From an optimization exercise on the open Yosys and OpenROAD flow, aimed at small area, a short achievable clock period and few clock cycles per item; shortcuts taken in it are not production practice. At most, simulation tests tie the RTL to the original design; equivalence was not proved.

==> inputs of garnet <==
## software_timer_bank
module software_timer_bank #(
  parameter int NUM_TIMERS = stb_pkg::NUM_TIMERS_DEF
) (
  input  logic                          clk,
  input  logic                          rst,
  input  logic                          in_valid,
  output logic                          in_stall,
  input  logic [stb_pkg::ACTION_W-1:0]  action,
  input  logic [stb_pkg::INDEX_W-1:0]   timer_index,
  input  logic [stb_pkg::TICK_W-1:0]    period,
  input  logic                          periodic,
  output logic                          out_valid,
  input  logic                          out_stall,
  output logic [stb_pkg::STATUS_W-1:0]  status,
  output logic [stb_pkg::INDEX_W-1:0]   result_index,
  output logic [stb_pkg::TICK_W-1:0]    elapsed_ticks,
  output logic                          last
);
make LEC_CHECK=0 CAP_MARGIN=20 CORE_MARGIN=2 CORE_UTILIZATION=40 PLACE_DENSITY=0.6 SETUP_SLACK_MARGIN=5 SLEW_MARGIN=20 TNS_END_PERCENT=0 finish   # period 8.0 ns
run.sh (not shown) runs the stock make flow with config.mk's settings and CLKGATE_MAP_FILE= SYNTH_SCRIPT=/design/flow/synth_recipe.tcl, a recipe that flattens the netlist after the stock synthesis.
==> inputs of xenon, as changes to garnet <==
--- a/flow/design.v
+++ b/flow/design.v
@@ -144,10 +144,12 @@
   logic [N-1:0] dl_zero;    
   logic [N-1:0] per_one;    
   logic [N-1:0] hq, hq1;    
   logic [N-1:0] scan_need;  
   logic         stall_q;
+  logic [LW-1:0] tn_lo;     
+  logic [HW-1:0] hn1;       
   logic [N-1:0] eng_oh;     
   logic [N-1:0] eng_act;
   logic [W-1:0] eng_per;
   logic [W-1:0] qa_per, qa_dl;
   logic         qa_zero;
@@ -201,11 +203,11 @@
     .eng_per   (eng_per_rd),
     .q_sel     (q_sel),
     .q_per     (q_per_rd),
     .d_sel     (d_sel),
     .d_dl      (d_dl),
-    .cmp_lo    (tick_inc[LW-1:0]),
+    .cmp_lo    (tn_lo),
     .lo_eq     (lo_eq)
   );
   logic [N-1:0] hit;
   assign dl_wdata = stb_pkg::pp_add(tick, eng_per, 1'b0);
   assign tick_inc = stb_pkg::pp_inc(tick);
@@ -223,11 +225,11 @@
         lo_p[i] = lo_p[i] & lo_p[i-d];
       end
     end
   end
   assign c_add  = lo_g[LW-1];
-  assign c_inc  = &tick[LW-1:0];
+  assign c_inc  = (tn_lo == '0);
   assign ph     = eng_per[W-1:LW];
   assign ph_z   = (ph == HW'(0));
   assign ph_1   = (ph == HW'(1));
   assign ph_2   = (ph == HW'(2));
   assign ph_m1  = &ph;
@@ -238,24 +240,20 @@
       e0 = ph_m1; e1 = ph_z;
     end else begin
       e0 = ph_1;  e1 = ph_2;
     end
   end
-  assign wrap = &tick_inc[LW-1:0];
+  assign wrap = &tn_lo;
   logic          scan_hit, wrap_next;
-  logic [HW-1:0] hi_next1;
-  logic [W-1:0]  tick_nx1;
   assign scan_oh  = stb_pkg::low_oh(scan_need);
   assign c1_query = c1v && (c1k == stb_pkg::K_QUERY);
   assign c1_oh    = N'(1) << c1ix[IDX_W-1:0];
   assign scan_v   = stall_q && !c1_query && (scan_need != '0);
   assign q_sel    = stall_q ? c1_oh : ix_oh;
   assign d_sel    = stall_q ? (c1_query ? c1_oh : scan_oh) : ix_oh;
-  assign wrap_next = &tick_inc[LW-1:1];
-  assign tick_nx1 = stb_pkg::pp_inc({tick_inc[W-1:LW], {LW{1'b1}}});
-  assign hi_next1 = tick_nx1[W-1:LW];
-  assign scan_hit = (d_dl[W-1:LW] == hi_next1);
+  assign wrap_next = &tn_lo[LW-1:1];
+  assign scan_hit = (d_dl[W-1:LW] == hn1);
   logic [W-1:0] el_live, q_s, q_c, q_ndl;
   logic         q_lt;
   assign q_ndl   = ~qa_dl;
   assign q_s     = qa_per ^ tick ^ q_ndl;
   assign q_c     = {(qa_per[W-2:0] & tick[W-2:0]) | (qa_per[W-2:0] & q_ndl[W-2:0]) |
@@ -378,10 +376,12 @@
   assign c0v_n     = (c0v && !c0_pop) || c1v || acc;
   assign c1v_n     = (c1v && !c0_pop) || (acc && !new_to_c0);
   always_ff @(posedge clk) begin
     if (rst) begin
       tick      <= '0;
+      tn_lo     <= LW'(1);
+      hn1       <= HW'(1);
       in_use    <= '0;
       running   <= '0;
       auto_rl   <= '0;
       expired   <= '0;
       pending   <= '0;
@@ -391,11 +391,15 @@
       stall_q   <= 1'b0;
       c0v       <= 1'b0;
       c1v       <= 1'b0;
       ov        <= 1'b0;
     end else begin
-      if (a_tick) tick <= tick_inc;
+      if (a_tick) begin
+        tick  <= tick_inc;
+        tn_lo <= tn_lo + LW'(1);
+        if (wrap) hn1 <= hn1 + HW'(1);
+      end
       in_use    <= in_use_n;
       running   <= running_n;
       auto_rl   <= auto_n;
       expired   <= expired_n;
       pending   <= pending_n;
Settings changed: CTS_BUF_LIST set to sky130_fd_sc_hd__clkbuf_8, CTS_CLUSTER_DIAMETER set to 45, CTS_CLUSTER_SIZE set to 20.
==> inputs of nickel, as changes to garnet <==
--- a/flow/design.v
+++ b/flow/design.v
@@ -144,10 +144,12 @@
   logic [N-1:0] dl_zero;    
   logic [N-1:0] per_one;    
   logic [N-1:0] hq, hq1;    
   logic [N-1:0] scan_need;  
   logic         stall_q;
+  logic [LW-1:0] tn_lo;     
+  logic [HW-1:0] hn1;       
   logic [N-1:0] eng_oh;     
   logic [N-1:0] eng_act;
   logic [W-1:0] eng_per;
   logic [W-1:0] qa_per, qa_dl;
   logic         qa_zero;
@@ -201,11 +203,11 @@
     .eng_per   (eng_per_rd),
     .q_sel     (q_sel),
     .q_per     (q_per_rd),
     .d_sel     (d_sel),
     .d_dl      (d_dl),
-    .cmp_lo    (tick_inc[LW-1:0]),
+    .cmp_lo    (tn_lo),
     .lo_eq     (lo_eq)
   );
   logic [N-1:0] hit;
   assign dl_wdata = stb_pkg::pp_add(tick, eng_per, 1'b0);
   assign tick_inc = stb_pkg::pp_inc(tick);
@@ -223,11 +225,11 @@
         lo_p[i] = lo_p[i] & lo_p[i-d];
       end
     end
   end
   assign c_add  = lo_g[LW-1];
-  assign c_inc  = &tick[LW-1:0];
+  assign c_inc  = (tn_lo == '0);
   assign ph     = eng_per[W-1:LW];
   assign ph_z   = (ph == HW'(0));
   assign ph_1   = (ph == HW'(1));
   assign ph_2   = (ph == HW'(2));
   assign ph_m1  = &ph;
@@ -238,24 +240,20 @@
       e0 = ph_m1; e1 = ph_z;
     end else begin
       e0 = ph_1;  e1 = ph_2;
     end
   end
-  assign wrap = &tick_inc[LW-1:0];
+  assign wrap = &tn_lo;
   logic          scan_hit, wrap_next;
-  logic [HW-1:0] hi_next1;
-  logic [W-1:0]  tick_nx1;
   assign scan_oh  = stb_pkg::low_oh(scan_need);
   assign c1_query = c1v && (c1k == stb_pkg::K_QUERY);
   assign c1_oh    = N'(1) << c1ix[IDX_W-1:0];
   assign scan_v   = stall_q && !c1_query && (scan_need != '0);
   assign q_sel    = stall_q ? c1_oh : ix_oh;
   assign d_sel    = stall_q ? (c1_query ? c1_oh : scan_oh) : ix_oh;
-  assign wrap_next = &tick_inc[LW-1:1];
-  assign tick_nx1 = stb_pkg::pp_inc({tick_inc[W-1:LW], {LW{1'b1}}});
-  assign hi_next1 = tick_nx1[W-1:LW];
-  assign scan_hit = (d_dl[W-1:LW] == hi_next1);
+  assign wrap_next = &tn_lo[LW-1:1];
+  assign scan_hit = (d_dl[W-1:LW] == hn1);
   logic [W-1:0] el_live, q_s, q_c, q_ndl;
   logic         q_lt;
   assign q_ndl   = ~qa_dl;
   assign q_s     = qa_per ^ tick ^ q_ndl;
   assign q_c     = {(qa_per[W-2:0] & tick[W-2:0]) | (qa_per[W-2:0] & q_ndl[W-2:0]) |
@@ -378,10 +376,12 @@
   assign c0v_n     = (c0v && !c0_pop) || c1v || acc;
   assign c1v_n     = (c1v && !c0_pop) || (acc && !new_to_c0);
   always_ff @(posedge clk) begin
     if (rst) begin
       tick      <= '0;
+      tn_lo     <= LW'(1);
+      hn1       <= HW'(1);
       in_use    <= '0;
       running   <= '0;
       auto_rl   <= '0;
       expired   <= '0;
       pending   <= '0;
@@ -391,11 +391,15 @@
       stall_q   <= 1'b0;
       c0v       <= 1'b0;
       c1v       <= 1'b0;
       ov        <= 1'b0;
     end else begin
-      if (a_tick) tick <= tick_inc;
+      if (a_tick) begin
+        tick  <= tick_inc;
+        tn_lo <= tn_lo + LW'(1);
+        if (wrap) hn1 <= hn1 + HW'(1);
+      end
       in_use    <= in_use_n;
       running   <= running_n;
       auto_rl   <= auto_n;
       expired   <= expired_n;
       pending   <= pending_n;
==> inputs of pepper, as changes to garnet <==
--- a/flow/design.v
+++ b/flow/design.v
@@ -144,10 +144,12 @@
   logic [N-1:0] dl_zero;    
   logic [N-1:0] per_one;    
   logic [N-1:0] hq, hq1;    
   logic [N-1:0] scan_need;  
   logic         stall_q;
+  logic [LW-1:0] tn_lo;     
+  logic [HW-1:0] hn1;       
   logic [N-1:0] eng_oh;     
   logic [N-1:0] eng_act;
   logic [W-1:0] eng_per;
   logic [W-1:0] qa_per, qa_dl;
   logic         qa_zero;
@@ -201,11 +203,11 @@
     .eng_per   (eng_per_rd),
     .q_sel     (q_sel),
     .q_per     (q_per_rd),
     .d_sel     (d_sel),
     .d_dl      (d_dl),
-    .cmp_lo    (tick_inc[LW-1:0]),
+    .cmp_lo    (tn_lo),
     .lo_eq     (lo_eq)
   );
   logic [N-1:0] hit;
   assign dl_wdata = stb_pkg::pp_add(tick, eng_per, 1'b0);
   assign tick_inc = stb_pkg::pp_inc(tick);
@@ -223,11 +225,11 @@
         lo_p[i] = lo_p[i] & lo_p[i-d];
       end
     end
   end
   assign c_add  = lo_g[LW-1];
-  assign c_inc  = &tick[LW-1:0];
+  assign c_inc  = (tn_lo == '0);
   assign ph     = eng_per[W-1:LW];
   assign ph_z   = (ph == HW'(0));
   assign ph_1   = (ph == HW'(1));
   assign ph_2   = (ph == HW'(2));
   assign ph_m1  = &ph;
@@ -238,24 +240,20 @@
       e0 = ph_m1; e1 = ph_z;
     end else begin
       e0 = ph_1;  e1 = ph_2;
     end
   end
-  assign wrap = &tick_inc[LW-1:0];
+  assign wrap = &tn_lo;
   logic          scan_hit, wrap_next;
-  logic [HW-1:0] hi_next1;
-  logic [W-1:0]  tick_nx1;
   assign scan_oh  = stb_pkg::low_oh(scan_need);
   assign c1_query = c1v && (c1k == stb_pkg::K_QUERY);
   assign c1_oh    = N'(1) << c1ix[IDX_W-1:0];
   assign scan_v   = stall_q && !c1_query && (scan_need != '0);
   assign q_sel    = stall_q ? c1_oh : ix_oh;
   assign d_sel    = stall_q ? (c1_query ? c1_oh : scan_oh) : ix_oh;
-  assign wrap_next = &tick_inc[LW-1:1];
-  assign tick_nx1 = stb_pkg::pp_inc({tick_inc[W-1:LW], {LW{1'b1}}});
-  assign hi_next1 = tick_nx1[W-1:LW];
-  assign scan_hit = (d_dl[W-1:LW] == hi_next1);
+  assign wrap_next = &tn_lo[LW-1:1];
+  assign scan_hit = (d_dl[W-1:LW] == hn1);
   logic [W-1:0] el_live, q_s, q_c, q_ndl;
   logic         q_lt;
   assign q_ndl   = ~qa_dl;
   assign q_s     = qa_per ^ tick ^ q_ndl;
   assign q_c     = {(qa_per[W-2:0] & tick[W-2:0]) | (qa_per[W-2:0] & q_ndl[W-2:0]) |
@@ -378,10 +376,12 @@
   assign c0v_n     = (c0v && !c0_pop) || c1v || acc;
   assign c1v_n     = (c1v && !c0_pop) || (acc && !new_to_c0);
   always_ff @(posedge clk) begin
     if (rst) begin
       tick      <= '0;
+      tn_lo     <= LW'(1);
+      hn1       <= HW'(1);
       in_use    <= '0;
       running   <= '0;
       auto_rl   <= '0;
       expired   <= '0;
       pending   <= '0;
@@ -391,11 +391,15 @@
       stall_q   <= 1'b0;
       c0v       <= 1'b0;
       c1v       <= 1'b0;
       ov        <= 1'b0;
     end else begin
-      if (a_tick) tick <= tick_inc;
+      if (a_tick) begin
+        tick  <= tick_inc;
+        tn_lo <= tn_lo + LW'(1);
+        if (wrap) hn1 <= hn1 + HW'(1);
+      end
       in_use    <= in_use_n;
       running   <= running_n;
       auto_rl   <= auto_n;
       expired   <= expired_n;
       pending   <= pending_n;
Settings changed: CORE_UTILIZATION 40 to 50, CTS_BUF_LIST set to sky130_fd_sc_hd__clkbuf_8, CTS_CLUSTER_DIAMETER set to 50, CTS_CLUSTER_SIZE set to 16, PLACE_DENSITY 0.6 to 0.65.
==> run notes <==
Shortest period the worst path allows: xenon 3800 ps; garnet 4420 ps; nickel 3760 ps; pepper 3840 ps
Routability Congestion: xenon 0.877; garnet 0.985; nickel 0.877; pepper 0.904
Slowest cell on the critical path: xenon o41ai_1; garnet dfxtp_1; nickel nor3b_1; pepper dfxtp_1
Cells on worst reg2reg path: xenon 11; garnet 11; nickel 15; pepper 10
Startpoint type of the worst setup path: xenon flip-flop; garnet flip-flop; nickel input port; pepper flip-flop
Status: xenon no timing/DRC/antenna violations; garnet no timing/DRC/antenna violations; nickel no timing/DRC/antenna violations; pepper no timing/DRC/antenna violations
Global routing usage on met1: xenon 0.326; garnet 0.381; nickel 0.324; pepper 0.395
Growth of design area from synthesis to finish: xenon 15.2%; garnet 18.0%; nickel 17.0%; pepper 12.9%
Synth Area in Adders: xenon 0.0558; garnet 0.0534; nickel 0.0558; pepper 0.0558
Endpoint of the worst-slack reg-to-reg timing path: xenon eng_per[16]; garnet hq1[7]; nickel oel[30]; pepper eng_per[11]
Root buf cell: xenon clkbuf_8; garnet clkbuf_16; nickel clkbuf_16; pepper clkbuf_8
Final standard cell area without fillers: xenon 0.0440 mm2; garnet 0.0466 mm2; nickel 0.0448 mm2; pepper 0.0432 mm2
Slew @ Worst Pin: xenon 1080 ps; garnet 1070 ps; nickel 1040 ps; pepper 1080 ps
Testbench counts of xenon, summed over its fixed seeds: cycles 12,918, items 12,000.
Testbench counts of nickel, summed over its fixed seeds: cycles 12,918, items 12,000.
Testbench counts of pepper, summed over its fixed seeds: cycles 12,918, items 12,000.
The RTL of garnet was laid out without a check of its function.

separate check: timing with driven ports:
In the flow no input, the clock included, has a driving cell. The finished layouts below were timed again as built, in two steps. Step 1 (the two cells are an assumption about what drives the block):
set clk [get_ports {clk}]
set_driving_cell -lib_cell sky130_fd_sc_hd__clkbuf_16 $clk
set_driving_cell -lib_cell sky130_fd_sc_hd__buf_2 [delete_from_list [all_inputs] $clk]
Step 2 moves the port delays by t, midway between the first and last clock arrival at a register: inputs arrive t later, outputs are due t later. That takes back most of the time a late clock gives input paths. Slacks: no drivers / after step 1 / after step 2; pairs: no drivers / after step 1.
| run | t, ns | setup slack, ns | worst register clock-pin slew, ns | pins driven straight from the clock port |
|---|---|---|---|---|
| garnet | 0.731 | 3.583 / 3.583 / 2.933 | 0.06 / 0.06 | 1 |
| xenon | 0.810 | 4.199 / 4.199 / 3.474 | 0.09 / 0.09 | 1 |
| nickel | 0.732 | 4.236 / 4.258 / 3.527 | 0.06 / 0.06 | 1 |
| pepper | 0.780 | 4.158 / 4.158 / 3.411 | 0.10 / 0.10 | 1 |
After both steps setup and hold are still met in every run listed. The setup slack of pepper, which loses most, moves by 0.000 ns with the drivers and by -0.747 ns with both steps.
